From an optimization exercise on the open Yosys and OpenROAD flow, aimed at small area, a short achievable clock period and few clock cycles per item; shortcuts taken in it are not production practice.
RTL that was checked went through simulation tests only; none was proved equivalent to the original.
Power is estimated from default activity; no workload was simulated.

## v6
## round_robin_sleep_scheduler_unit
module round_robin_sleep_scheduler_unit (
  input  logic                clk_i,
  input  logic                rst_ni,
  input  logic                start,
  input  logic [17:0]         item_i,
  output logic                busy,
  input  logic                cfg_we_i,
  input  logic [7:0]          cfg_wdata_i,
  output logic                done_o,
  output logic [8:0]          result_o
);
  localparam int N = rrss_pkg::NUM_SLOTS;
  logic [N-1:0]    blk_q, rdy_q;
  logic [16*N-1:0] wake_q;
  logic [15:0]     step_q;
  logic [15:0]     ticks_q;
  logic            k2_q;
  logic [3:0]      last_q;
  logic [3:0]      cur_q;
  logic [N-1:0]    above_q;
  logic [7:0]      slice_q;
  logic [7:0]      ts_q;
  logic            done_q;
  logic [3:0]      new_slot_q;
  logic            failed_q;
  logic            step, sw, tick, sleep, fork_acc, t1, ne;
  logic [N-1:0]    cd_blk, cd_rdy, last_oh, cur_oh, found_oh, found_above, first_dead;
  logic [3:0]      found_idx, dead_idx;
  logic            any_cand, any_dead;
  logic [15:0]     step_inc, wake_new;
  logic [7:0]      slice_inc;
  logic [N-1:0]    pick_oh, pick_above;
  logic [3:0]      pick_idx;
  rrss_ctrl u_ctrl (
    .start   (start),
    .item_i  (item_i),
    .ne_i    (ne),
    .step_o  (step),
    .sw_o    (sw),
    .tick_o  (tick),
    .sleep_o (sleep),
    .fork_o  (fork_acc),
    .t1_o    (t1)
  );
  rrss_datapath u_dp (
    .blk_i         (blk_q),
    .rdy_i         (rdy_q),
    .wake_i        (wake_q),
  ...
make LEC_CHECK=0 ABC_AREA=1 CAP_MARGIN=20 CORE_MARGIN=2 CORE_UTILIZATION=50 SETUP_SLACK_MARGIN=5 SLEW_MARGIN=20 finish   # period 8.0 ns
run.sh (not shown) runs the stock make flow with config.mk's settings and CLKGATE_MAP_FILE= SYNTH_SCRIPT=/design/flow/synth_recipe.tcl, a recipe that flattens the netlist after the stock synthesis.
Input changes introduced in v7 (baseline for comparison: v6):
- SYNTH_HIERARCHICAL newly set to 1
==> summary.txt <==
Compared with v6, in v7 area of the core region rose about 9%; fraction of power consumed by the clock network rose 2.8 points; post-route worst setup slack fell 0.029 ns; global-route usage fell 0.55 points; global-route wire length before repair rose about 10%. [compare] base=v6 new=v7: peak clock frequency supported by timing decreased by about 1% relative to the old numbers, die area shows an increase of about 10%, area of the mapped netlist +about 10%, layout overhead on the synthesized area shows a reduction of 4.4 points. Run comparison: v7 busiest metal layer after global routing met2; v6 busiest metal layer after global routing met1.
Function was not checked in any run of this note: the RTL went through the layout flow alone.


round_robin_sleep_scheduler_unit, a different RTL version from the one above (not shown whole).
Size: roughly 1600 cells after synthesis, about 41 I/O pins, roughly 18000 µm² of cells after synthesis.
clock: 8.0 ns
lec_check: 0
abc_clock_period_in_ps: 2500
cap_margin: 20
core_margin: 2
core_utilization: 40
setup_slack_margin: 5
slew_margin: 20
Next try:
ABC_CLOCK_PERIOD_IN_PS = 3000   (was 2500)
CORE_UTILIZATION = 50   (was 40)
CTS_BUF_LIST = sky130_fd_sc_hd__clkbuf_8   (was not set)
CTS_CLUSTER_SIZE = 30   (was not set)
What happened: Worst setup slack gains 83 ps. Power drops by about 0.8%. Cell area drops by 0.35%. Die area drops by about 20%. Worst hold slack gains 51 ps.
Function was not checked in any run of this note: the RTL went through the layout flow alone.


Setup of violet:
round_robin_sleep_scheduler_unit, a different RTL version from the one above (not shown whole).
Size: ~1400 cells after synthesis, ~330 flip-flops, ~41 I/O pins, roughly 17000 sq um of cells after synthesis.
clock: 8.0 ns
lec_check: 0
abc_clock_period_in_ps: 3000
cap_margin: 20
core_margin: 2
core_utilization: 40
setup_slack_margin: 4.5
slew_margin: 20
violet finished end to end and its layout was clean on timing, DRC and antenna.
Inputs modified between violet and pepper:
Settings: SETUP_SLACK_MARGIN now 5, was 4.5.
## What came out
Looking at first-iteration DRC count, pepper sits 49 above violet.
violet → pepper: power now larger, core utilization now larger.
Diff violet -> pepper | total half-perimeter wirelength after legalization and detailed placement | increase of about 1.1%
Headroom to the max-slew limit (pepper over violet): increase, 0.75 points
Between violet and pepper, cell count is higher for pepper, violet comes in under that.
pepper ends up with higher growth of design area from synthesis to finish than violet does.
Diff violet -> pepper: routed wire length grew by 4300 um, CTS buffer count shrank by about 2.7%.
Function was not checked in any run of this note: the RTL went through the layout flow alone.


round_robin_sleep_scheduler_unit, a different RTL version from the one above (not shown whole).
Size in the first run: ~41 I/O pins.
Settings: LEC_CHECK=0, ABC_CLOCK_PERIOD_IN_PS=2500, CAP_MARGIN=20, CORE_MARGIN=2, CORE_UTILIZATION=60, SETUP_SLACK_MARGIN=5, SLEW_MARGIN=20; clock period 8.0 ns.
The baseline passed the timing, design-rule and antenna checks.
Testbench counts at the start, summed over its fixed seeds: cycles 8,000, items 8,000.
Then changed:
- ABC_CLOCK_PERIOD_IN_PS: 2500 -> default
- CORE_UTILIZATION: 60 -> 40
- SETUP_SLACK_MARGIN: 5 -> default
The new run finished with timing, DRC and antenna clean.
Design area goes down by about a fifth.
Register-to-register slack is worse by 900 ps.
Clock skew rose by 7.9 ps.
Wire length drops by roughly a tenth.
Global-route usage decreases by 12 points.
Synthesized cell count is unchanged.
Total power went down by about a fifth.
Setup slack gets worse by 1300 ps.
Then changed:
- ABC_CLOCK_PERIOD_IN_PS: default -> 3000
- SETUP_SLACK_MARGIN: default -> 4.5
What happened:
- The changed run completed without violations
- non-clock buffer count grows by 51
- first-iteration DRC count came out higher by 0.86%
- global-route usage goes up by 1.5 points
- clock power goes up by about 4%
- final cell count goes up by 3.0%
- register-to-register slack gets better by 800 ps
- design area is higher by 7.4%


round_robin_sleep_scheduler_unit, a different RTL version from the one above (not shown whole).
Size: ~2100 cells after synthesis, ~350 flip-flops, ~41 I/O pins, ~0.018 mm2 of cells after synthesis.
Settings: LEC_CHECK=0, ABC_AREA=1, CAP_MARGIN=20, CORE_MARGIN=2, CORE_UTILIZATION=50, SLEW_MARGIN=20; clock period 8.0 ns.
standard.sh (not shown) runs the stock make flow with config.mk's settings and CLKGATE_MAP_FILE= SYNTH_SCRIPT=/design/flow/synth_recipe.tcl, a recipe that flattens the netlist after the stock synthesis.
==> flow/flow/run.sh <==
#!/bin/bash
set -euo pipefail
export SETUP_SLACK_MARGIN=5.5
bash standard.sh > standard_flow.log 2>&1
The first run passed the timing, design-rule and antenna checks.
Testbench counts at the start, summed over its fixed seeds: cycles 8,000, items 8,000.
Rerun with:
==> flow/run.sh (new file) <==
#!/bin/bash
# synth_recipe.tcl (not shown) runs the flow's synth.tcl, then flattens the netlist and writes it again
# the make line also repeats each setting of config.mk as NAME=value (left out here)
make -C /OpenROAD-flow-scripts/flow DESIGN_CONFIG=/design/flow/config.mk WORK_HOME=/design/flow/orfs CLKGATE_MAP_FILE= SYNTH_SCRIPT=/design/flow/synth_recipe.tcl finish
--- a/flow/config.mk
+++ b/flow/config.mk
@@ -7,3 +7,2 @@
 export LEC_CHECK = 0
-export ABC_AREA = 1
 export CAP_MARGIN = 20
@@ -11,2 +10,6 @@
 export CORE_UTILIZATION = 50
+export CTS_CLUSTER_DIAMETER = 100
+export CTS_CLUSTER_SIZE = 30
+export SETUP_SLACK_MARGIN = 5
 export SLEW_MARGIN = 20
+export TNS_END_PERCENT = 50
removed: flow/flow/run.sh
removed: flow/standard.sh
After rerunning: The new run went through all stages and came out clean; non-clock buffer count shrinks by 60; count of clock-buffer cells in the layout falls by 33; total power shrinks by 23%; die area went down by 7.0%; design area falls by 17%; worst setup slack gets worse by 340 ps; register-to-register slack got worse by 280 ps; routed wire length drops by 15%; clock power drops by 46%; first-iteration DRC count decreases by 7.8%.
Rerun with:
--- a/flow/config.mk
+++ b/flow/config.mk
@@ -9,7 +9,6 @@
 export CORE_MARGIN = 2
-export CORE_UTILIZATION = 50
-export CTS_CLUSTER_DIAMETER = 100
-export CTS_CLUSTER_SIZE = 30
+export CORE_UTILIZATION = 55
+export CTS_CLUSTER_DIAMETER = 80
+export CTS_CLUSTER_SIZE = 25
 export SETUP_SLACK_MARGIN = 5
 export SLEW_MARGIN = 20
-export TNS_END_PERCENT = 50
Effect: Wire length climbs slightly. Via count went up slightly. Hold slack is worse by 9.9 ps. Cell count falls slightly. Synthesized cell count stays the same. Worst setup slack improves by 61 ps. Critical path depth rose by 15. Cell area rose slightly. Combinational power barely changes. Non-clock buffer count climbs by 7. Clock-buffer cell count rose by 5.

## what the ideal ports hide
The flow's constraints put no driver on any port. The routed layouts listed below were extracted and timed again, unchanged, in two steps. Step 1: set_driving_cell puts a clkbuf_16 on clk_i and a buf_2 on each other input, an assumption about the parent block. Step 2, shift: input delay + t, output delay - t, t = (earliest + latest rising clock arrival at the registers) / 2. This alone moves slack from input paths to output paths. Slacks: no drivers / after step 1 / after step 2; pairs: no drivers / after step 1.
run | t (ns) | setup slack, ns | worst setup path after step 2
v6 | 0.623 | 5.058 / 5.030 / 4.471 | input to register
v7 | 0.624 | 5.029 / 5.007 / 4.460 | input to register
the first run of note 2 | 0.613 | 4.856 / 4.878 / 4.265 | input to register
the second run of note 2 | 0.659 | 4.939 / 4.939 / 4.303 | input to register
violet | 0.581 | 4.500 / 4.500 / 4.035 | input to register
pepper | 0.585 | 4.704 / 4.704 / 4.236 | input to register
the first run of note 4 | 0.553 | 4.328 / 4.329 / 3.776 | input to register
the second run of note 4 | 0.576 | 3.052 / 3.084 / 2.508 | input to register
the third run of note 4 | 0.583 | 4.167 / 4.162 / 3.579 | input to register
the first run of note 5 | 0.614 | 5.280 / 5.252 / 4.800 | input to register
the second run of note 5 | 0.566 | 4.938 / 4.885 / 4.430 | input to register
the third run of note 5 | 0.567 | 5.000 / 4.983 / 4.505 | input to register
After both steps setup and hold are still met in every run listed. The setup slack of the second run of note 2, which loses most, moves by 0.000 ns with the drivers and by -0.636 ns with both steps.
